Source: an optimization exercise on an open RTL-to-GDS flow (aim: small area, a short achievable clock period and few clock cycles per item). Production flows keep margins and buffers that such runs may drop. Function was checked by simulation only, so behaviour that the tests miss may differ from the original. Power figures rest on the tool's default switching activity, not on a simulated workload.

==> quartz: inputs <==
## keyed_score_average_table_top
module keyed_score_average_table_top #(
    parameter int TABLE_ENTRIES = ksat_pkg::TableEntriesDefault
) (
    input  logic        aclk,
    input  logic        aresetn,
    input  logic        s_valid,
    output logic        s_ready,
    input  logic [48:0] s_data,
    output logic        m_valid,
    input  logic        m_ready,
    output logic [41:0] m_data
);
==> flow/config.mk <==
export PLATFORM = sky130hd
export DESIGN_NAME = keyed_score_average_table_top
export DESIGN_NICKNAME = keyed_score_average_table_top
export VERILOG_FILES = /design/flow/design.v
export SDC_FILE = /design/flow/constraint.sdc
export NUM_CORES = 4
export LEC_CHECK = 0
export CAP_MARGIN = 20
export CORE_MARGIN = 2
export CORE_UTILIZATION = 50
export CTS_CLUSTER_DIAMETER = 100
export CTS_CLUSTER_SIZE = 30
export SETUP_SLACK_MARGIN = 1.4
export SLEW_MARGIN = 20
==> flow/constraint.sdc <==
create_clock -name core_clock -period 5.0 [get_ports {aclk}]
set_input_delay 1.0000 -clock core_clock [delete_from_list [all_inputs] [get_ports {aclk}]]
set_output_delay 1.0000 -clock core_clock [all_outputs]
set_load 0.01 [all_outputs]
run.sh (not shown) runs the stock make flow with config.mk's settings and CLKGATE_MAP_FILE= SYNTH_SCRIPT=/design/flow/synth_recipe.tcl, a recipe that flattens the netlist after the stock synthesis.
==> inputs of tundra, as changes to quartz <==
--- a/flow/design.v
+++ b/flow/design.v
@@ -131,22 +131,32 @@
         rd_tally = '0;
         for (int i = 0; i < N; i++) begin
             rd_sum   = rd_sum   | (sum_q[i]   & {32{s2a_oh[i] && s2a_hit}});
             rd_tally = rd_tally | (tally_q[i] & {16{s2a_oh[i] && s2a_hit}});
         end
     end
+    localparam int LW = 12;
+    localparam int HW = 32 - LW;
     logic [15:0]  s2b_score;
-    logic [31:0]  s2b_sum;
+    logic [LW-1:0] s2b_lo;
+    logic [HW-1:0] s2b_hi;
     logic [15:0]  s2b_tally;
+    logic         s2b_fwdh;     
     logic         sat;          
-    logic [31:0]  new_sum, aft_sum;
+    logic [LW:0]   lo_add;
+    logic [LW-1:0] aft_lo;
     logic [15:0]  new_tally, aft_tally;
     logic         do_write;
+    logic          s2c_v, s2c_add, s2c_cl, s2c_avg, s2c_zero;
+    logic [1:0]    s2c_status;
+    logic [15-LW:0] s2c_shi;    
     logic [G-1:0]  s2c_ga, s2c_gb;    
-    logic [31:0]   s2c_sum;
+    logic [LW-1:0] s2c_lo;
+    logic [HW-1:0] s2c_hi;
     logic [15:0]   s2c_tally;
+    logic [HW-1:0] hi_new;
     always_ff @(posedge aclk) begin
         if (!aresetn) begin
             s2b_v   <= 1'b0;
             s2b_new <= 1'b0;
         end else if (adv) begin
             s2b_v   <= s2a_v;
@@ -157,116 +167,131 @@
         if (adv) begin
             s2b_q     <= s2a_q;
             s2b_hit   <= s2a_hit;
             s2b_ga    <= s2a_ga;
             s2b_gb    <= s2a_gb;
             s2b_score <= s2a_score;
+            s2b_fwdh  <= s2a_fwd1;
             if (s2a_fwd1) begin
-                s2b_sum   <= aft_sum;
+                s2b_lo    <= aft_lo;
                 s2b_tally <= aft_tally;
             end else if (s2a_fwd2) begin
-                s2b_sum   <= s2c_sum;
+                s2b_lo    <= s2c_lo;
+                s2b_hi    <= hi_new;
                 s2b_tally <= s2c_tally;
             end else begin
-                s2b_sum   <= rd_sum;
+                s2b_lo    <= rd_sum[LW-1:0];
+                s2b_hi    <= rd_sum[31:LW];
                 s2b_tally <= rd_tally;
             end
         end
     end
-    logic [16:0] sum_lo;
-    logic [15:0] hi_inc, hi_dec;
-    assign sum_lo  = {1'b0, s2b_sum[15:0]} + {1'b0, s2b_score};
-    assign hi_inc  = s2b_sum[31:16] + 16'd1;
-    assign hi_dec  = s2b_sum[31:16] - 16'd1;
-    assign new_sum[15:0]  = sum_lo[15:0];
-    logic hi_keep, hi_up, hi_down;
-    assign hi_keep = (sum_lo[16] == s2b_score[15]);
-    assign hi_up   = sum_lo[16] && !s2b_score[15];
-    assign hi_down = !sum_lo[16] && s2b_score[15];
-    assign new_sum[31:16] = (s2b_sum[31:16] & {16{hi_keep}}) | (hi_inc & {16{hi_up}}) |
-                            (hi_dec & {16{hi_down}});
+    assign lo_add    = {1'b0, s2b_lo} + {1'b0, s2b_score[LW-1:0]};
     assign new_tally = s2b_tally + 16'd1;
     assign sat       = (s2b_tally == ksat_pkg::TallyMax);
     assign do_write  = s2b_v && !s2b_q && (s2b_hit || s2b_new) && !sat;
-    assign aft_sum   = do_write ? new_sum : s2b_sum;
+    assign aft_lo    = do_write ? lo_add[LW-1:0] : s2b_lo;
     assign aft_tally = do_write ? new_tally : s2b_tally;
+    logic [1:0]  b_status;
+    logic        b_avg, b_zero;
+    always_comb begin
+        b_avg  = 1'b0;
+        b_zero = 1'b0;
+        if (s2b_q) begin
+            if (s2b_hit) begin
+                b_status = ksat_pkg::ST_OK;
+                b_avg    = 1'b1;
+            end else begin
+                b_status = ksat_pkg::ST_NOT_FOUND;
+                b_zero   = 1'b1;
+            end
+        end else if (s2b_hit || s2b_new) begin
+            b_status = sat ? ksat_pkg::ST_SATURATED : ksat_pkg::ST_OK;
+        end else begin
+            b_status = ksat_pkg::ST_TABLE_FULL;
+            b_zero   = 1'b1;
+        end
+    end
     always_ff @(posedge aclk) begin
         if (!aresetn) begin
+            s2c_v  <= 1'b0;
             s2c_ga <= '0;
         end else if (adv) begin
+            s2c_v  <= s2b_v;
             s2c_ga <= do_write ? s2b_ga : '0;
         end
     end
     always_ff @(posedge aclk) begin
         if (adv) begin
-            s2c_gb    <= s2b_gb;
-            s2c_sum   <= aft_sum;
-            s2c_tally <= aft_tally;
+            s2c_gb     <= s2b_gb;
+            s2c_add    <= do_write;
+            s2c_cl     <= lo_add[LW];
+            s2c_shi    <= s2b_score[15:LW];
+            s2c_lo     <= aft_lo;
+            s2c_hi     <= s2b_fwdh ? hi_new : s2b_hi;
+            s2c_tally  <= aft_tally;
+            s2c_status <= b_status;
+            s2c_avg    <= b_avg;
+            s2c_zero   <= b_zero;
+        end
+    end
+    localparam int MW = 16 - LW;
+    logic [MW:0]  mid_add;
+    logic [15:0]  top_inc, top_dec;
+    logic         top_up, top_down;
+    assign mid_add  = {1'b0, s2c_hi[MW-1:0]} + {1'b0, s2c_shi} + {{MW{1'b0}}, s2c_cl};
+    assign top_inc  = s2c_hi[HW-1:MW] + 16'd1;
+    assign top_dec  = s2c_hi[HW-1:MW] - 16'd1;
+    assign top_up   = mid_add[MW] && !s2c_shi[MW-1];
+    assign top_down = !mid_add[MW] && s2c_shi[MW-1];
+    always_comb begin
+        if (!s2c_add) begin
+            hi_new = s2c_hi;
+        end else begin
+            hi_new[MW-1:0]    = mid_add[MW-1:0];
+            hi_new[HW-1:MW] = (s2c_hi[HW-1:MW] & {16{!top_up && !top_down}}) |
+                              (top_inc & {16{top_up}}) | (top_dec & {16{top_down}});
         end
     end
     logic [N-1:0] s2c_oh;
     assign s2c_oh = slots(s2c_ga, s2c_gb);
     always_ff @(posedge aclk) begin
         for (int i = 0; i < N; i++) begin
             if (s2c_oh[i]) begin
-                sum_q[i]   <= s2c_sum;
+                sum_q[i]   <= {hi_new, s2c_lo};
                 tally_q[i] <= s2c_tally;
             end
         end
     end
-    logic [1:0]  b_status;
-    logic [15:0] b_count;
-    logic        b_avg;
-    always_comb begin
-        b_avg = 1'b0;
-        if (s2b_q) begin
-            if (s2b_hit) begin
-                b_status = ksat_pkg::ST_OK;
-                b_count  = s2b_tally;
-                b_avg    = 1'b1;
-            end else begin
-                b_status = ksat_pkg::ST_NOT_FOUND;
-                b_count  = '0;
-            end
-        end else if (s2b_hit || s2b_new) begin
-            if (sat) begin
-                b_status = ksat_pkg::ST_SATURATED;
-                b_count  = ksat_pkg::TallyMax;
-            end else begin
-                b_status = ksat_pkg::ST_OK;
-                b_count  = new_tally;
-            end
-        end else begin
-            b_status = ksat_pkg::ST_TABLE_FULL;
-            b_count  = '0;
-        end
-    end
     localparam int NDS = 12;
     logic [NDS:0]       c_v, c_avg, c_neg;
     logic [NDS:0][1:0]  c_status;
     logic [NDS:0][15:0] c_cnt;
     logic [NDS:0][17:0] c_d3;
     logic [NDS:0][15:0] c_a;
     logic [NDS:0][15:0] c_r;
     logic [NDS:0][23:0] c_q;
-    logic [31:0] abs_sum;
-    assign abs_sum = s2b_sum[31] ? (32'd0 - s2b_sum) : s2b_sum;
+    logic [31:0] c_sum, abs_sum;
+    logic [15:0] c_count;
+    assign c_sum   = {s2c_hi, s2c_lo};
+    assign abs_sum = c_sum[31] ? (32'd0 - c_sum) : c_sum;
+    assign c_count = s2c_zero ? 16'd0 : s2c_tally;
     always_ff @(posedge aclk) begin
         if (!aresetn) begin
             c_v[0] <= 1'b0;
         end else if (adv) begin
-            c_v[0] <= s2b_v;
+            c_v[0] <= s2c_v;
         end
     end
     always_ff @(posedge aclk) begin
         if (adv) begin
-            c_status[0] <= b_status;
-            c_cnt[0]    <= b_count;
-            c_d3[0]     <= {2'b0, s2b_tally} + {1'b0, s2b_tally, 1'b0};
-            c_avg[0]    <= b_avg;
-            c_neg[0]    <= s2b_sum[31];
+            c_status[0] <= s2c_status;
+            c_cnt[0]    <= c_count;
+            c_d3[0]     <= {2'b0, s2c_tally} + {1'b0, s2c_tally, 1'b0};
+            c_avg[0]    <= s2c_avg;
+            c_neg[0]    <= c_sum[31];
             c_r[0]      <= abs_sum[31:16];
             c_a[0]      <= abs_sum[15:0];
         end
     end
     assign c_q[0] = '0;
     function automatic logic [17:0] r4step(input logic [17:0] p, input logic [15:0] d,
==> qor summary <==
| quantity | quartz | tundra |
|---|---|---|
| Result of the run | finished clean | finished clean |
| Int Power | 78.57 mW | 78.93 mW |
| Clock distribution area overhead in the final layout | 2.569% | 2.321% |
| Worst R2R Start | u_dp.s2b_sum[0] | u_dp.s2a_hit |
| Number of non-clock inverters in the layout | 552 | 589 |
| Die Y-Extent | 740.1 µm | 740.4 µm |
| Clock period minus worst slack | 3.942 ns | 3.820 ns |
| Area taken by multi-input logic gates | 0.07924 mm² | 0.07852 mm² |
| Worst-path cell with the longest stage delay | sky130_fd_sc_hd__edfxtp_1 | sky130_fd_sc_hd__o32ai_1 |
| Launching element of the worst setup path | u_dp.s2b_sum[0] | u_dp.s2a_hit |
| Worst EP arrival | 4.75 ns | 4.67 ns |
| Sink Count | 6322 | 6334 |
| Number of nets produced by synthesis | 18490 | 18600 |
| Maximum fanout along the worst path | 10 | 84 |
| Count of vias placed by the detailed router | 176600 | 175200 |
| Drt via density | 6.681 | 6.690 |
| Number of gates resized after cts | 345 | 183 |
Testbench counts of quartz, summed over its fixed seeds: cycles 12,128, items 12,000.
Testbench counts of tundra, summed over its fixed seeds: cycles 12,136, items 12,000.

static timing again, ports no longer ideal:
The results above use ideal ports. As a check the final layouts listed here were re-extracted and re-timed, cells and wires unchanged. Step 1: set_driving_cell puts a clkbuf_16 on aclk and a buf_2 on each other input, an assumption about the parent block. Step 2 moves the port delays by t, midway between the first and last clock arrival at a register: inputs arrive t later, outputs are due t later. That takes back most of the time a late clock gives input paths. Three values: ideal, step 1, step 2; two values: the first two.
| run | t (ns) | setup slack, ns | worst setup path after step 2 | slew at the worst register clock pin (ns) | worst slew at a driven data input, ns |
|---|---|---|---|---|---|
| quartz | 1.135 | 1.058 / 1.058 / 0.027 | input to register | 0.12 / 0.12 | 0.44 |
| tundra | 1.188 | 1.180 / 1.180 / 0.066 | input to register | 0.12 / 0.12 | 0.37 |
After both steps setup and hold are still met in every run listed. The setup slack of tundra, which loses most, moves by 0.000 ns with the drivers and by -1.114 ns with both steps.
